What follows belongs to an exercise in optimizing a design on an open flow for small area, a short achievable clock period and few clock cycles per item; a production flow would make more cautious choices. Function was checked by simulation only, so behaviour that the tests miss may differ from the original.

## onyx
// damped_level_smoother
module damped_level_smoother
#(
    parameter int LEVEL_FRAC_BITS = dls_pkg::DLS_LEVEL_FRAC_BITS
)
(
    input  logic                  clk,
    input  logic                  rst_n,
    input  logic                  in_valid,
    output logic                  in_stall,
    input  logic                  func,
    input  logic [7:0]            data_value,
    output logic                  out_valid,
    input  logic                  out_stall,
    output logic [7:0]            level_byte,
    output logic [16:0]           level_q16,
    output logic                  busy_res,
    input  logic                  cfg_valid,
    output logic                  cfg_ready,
    input  logic [dls_pkg::CFG_IDX_W-1:0]  cfg_index,
    input  logic [dls_pkg::CFG_DATA_W-1:0] cfg_data
);
    localparam int LVL_W = LEVEL_FRAC_BITS + 1;
    localparam int SW    = LVL_W + 1;
    localparam int SNAP  = LEVEL_FRAC_BITS - 12;
    localparam logic [2:0] S_IDLE = 3'd0;
    localparam logic [2:0] S_FIX  = 3'd1;   
    localparam logic [2:0] S_M1   = 3'd2;   
    localparam logic [2:0] S_M2   = 3'd3;   
    localparam logic [2:0] S_M3   = 3'd4;   
    localparam logic [2:0] S_WB   = 3'd5;   
    dls_pkg::dls_cfg_t cfg;
    logic [2:0]       state_reg, state_next;
    logic [LVL_W-1:0] level_reg, level_next;
    logic [7:0]       last_target_reg;
    logic             up_reg;
    logic             to_target_reg;
    logic             busy_reg, busy_next;
    logic [SW-1:0]    d_reg, d_next;
    logic             out_valid_reg, out_valid_next;
    logic             out_free;
    logic             give;
    logic             in_take;
    logic             blocked;
    logic [LVL_W-1:0] target_in;
    logic [LVL_W-1:0] target;
    logic [LVL_W-1:0] level_new;
    logic [SW-1:0]    w;
    logic             near;
  ...
For scale: roughly 3,800 cells after synthesis, ~140 flip-flops, about 62 I/O pins, roughly 27,000 sq um of cells after synthesis.
make LEC_CHECK=0 ABC_AREA=1 CAP_MARGIN=20 CORE_MARGIN=2 CORE_UTILIZATION=60 PLACE_DENSITY=0.75 SETUP_SLACK_MARGIN=3.0 SLEW_MARGIN=20 finish   # period 9.0 ns
run.sh (not shown) runs the stock make flow with config.mk's settings and CLKGATE_MAP_FILE= SYNTH_SCRIPT=/design/flow/synth_recipe.tcl, a recipe that flattens the netlist after the stock synthesis.
onyx | stages: all done | timing, DRC, antenna: all pass
Testbench counts of onyx, summed over its fixed seeds: cycles 49,107, items 19,200.
Relative to onyx, the following input files were edited for maple:
- a change of SETUP_SLACK_MARGIN from 3.0 to 2.0
- a change of CORE_UTILIZATION from 60 to 40
- a deleted PLACE_DENSITY that had been 0.75
maple ran to completion and came out clean on the timing, DRC and antenna checks.
[maple] number of filler instances in the final layout rose 3,635 relative to onyx
The area growth from synthesis to final layout of maple falls short of that of onyx by 14 points.
Going from onyx to maple, half-perimeter wire length of the detailed placement result has increased; number of iterations in the first detailed-routing pass moved down; global-route usage dropped 16 points.
Via count: maple < onyx
What pepper does differently from maple at the input level:
- SETUP_SLACK_MARGIN no longer set, was 2.0
- ABC_AREA no longer set, was 1
Findings:
pepper finished all stages; the layout is clean. [compare] base=maple new=pepper: area growth from synthesis to layout fell 2.3 points, non-clock buffer count fell 35, minimum period implied by the final worst setup slack rose 1.29 ns. Re relative slew slack: pepper and maple aren't equal, and the lower value belongs to maple. Die area, pepper and maple: larger value in maple. The first-iteration DRC count of pepper exceeds that of maple by 2.4%. Largest fanout of any net on the critical path | pepper below maple. Compared with maple, pepper shows a lower layout inverter count without the clock tree. Looking at uppermost layer routed, the met4 result is from maple; the met5 one comes from pepper.
Input changes introduced in quartz (baseline for comparison: pepper):
- ABC_CLOCK_PERIOD_IN_PS: unset -> 4000
- SETUP_SLACK_MARGIN: unset -> 4.0
- Looking at setup slack across both flows, quartz is the stronger of the two, with pepper trailing.
- Lower clock buffer count was reported by pepper, not quartz.
- pepper -> quartz: die span in x delta 0, exact match
- Reported for pepper and quartz, flip-flop and latch count turned out identical to the last digit.
Modified inputs, cedar compared to quartz
- SLEW_MARGIN changed from 20 to 0
- ABC_CLOCK_PERIOD_IN_PS removed (was 4000)
- CAP_MARGIN changed from 20 to 0
- ABC_AREA newly set to 1
- SETUP_SLACK_MARGIN changed from 4.0 to 2.5
## What came out
Global-route met2 utilization sits lower in cedar than in quartz. Looking at quartz and cedar, the clock tree cell share of total cell area is a wash. The sequential cell count of cedar and that of quartz are within noise of each other. quartz → cedar: number of ordinary and repair buffers in the finished layout went down. ~same number of buffers added by the clock tree synthesis step in quartz and cedar. Between quartz and cedar, post-synthesis instance total increased.

separate check: timing with driven ports:
The results above use ideal ports. As a check the final layouts listed here were re-extracted and re-timed, cells and wires unchanged. Step 1 sets driving cells, clkbuf_16 on the clock port and buf_2 on the other inputs (assumed; they add their load-dependent delay and slew). Step 2 moves the port delays by t, midway between the first and last clock arrival at a register: inputs arrive t later, outputs are due t later. That takes back most of the time a late clock gives input paths. Slacks: no drivers / after step 1 / after step 2; pairs: no drivers / after step 1.
run	t (ns)	setup slack, ns	hold WS [ns]	worst data-port slew with drivers (ns)
onyx	0.498	2.841 / 2.841 / 2.841	0.464 / 0.464 / 0.464	0.05
maple	0.498	2.136 / 2.136 / 2.136	0.466 / 0.466 / 0.466	0.04
pepper	0.506	0.846 / 0.846 / 0.846	0.453 / 0.453 / 0.453	0.05
quartz	0.508	2.216 / 2.216 / 2.216	0.453 / 0.453 / 0.453	0.05
cedar	0.502	2.629 / 2.629 / 2.629	0.466 / 0.466 / 0.466	0.04
After both steps setup and hold are still met in every run listed.
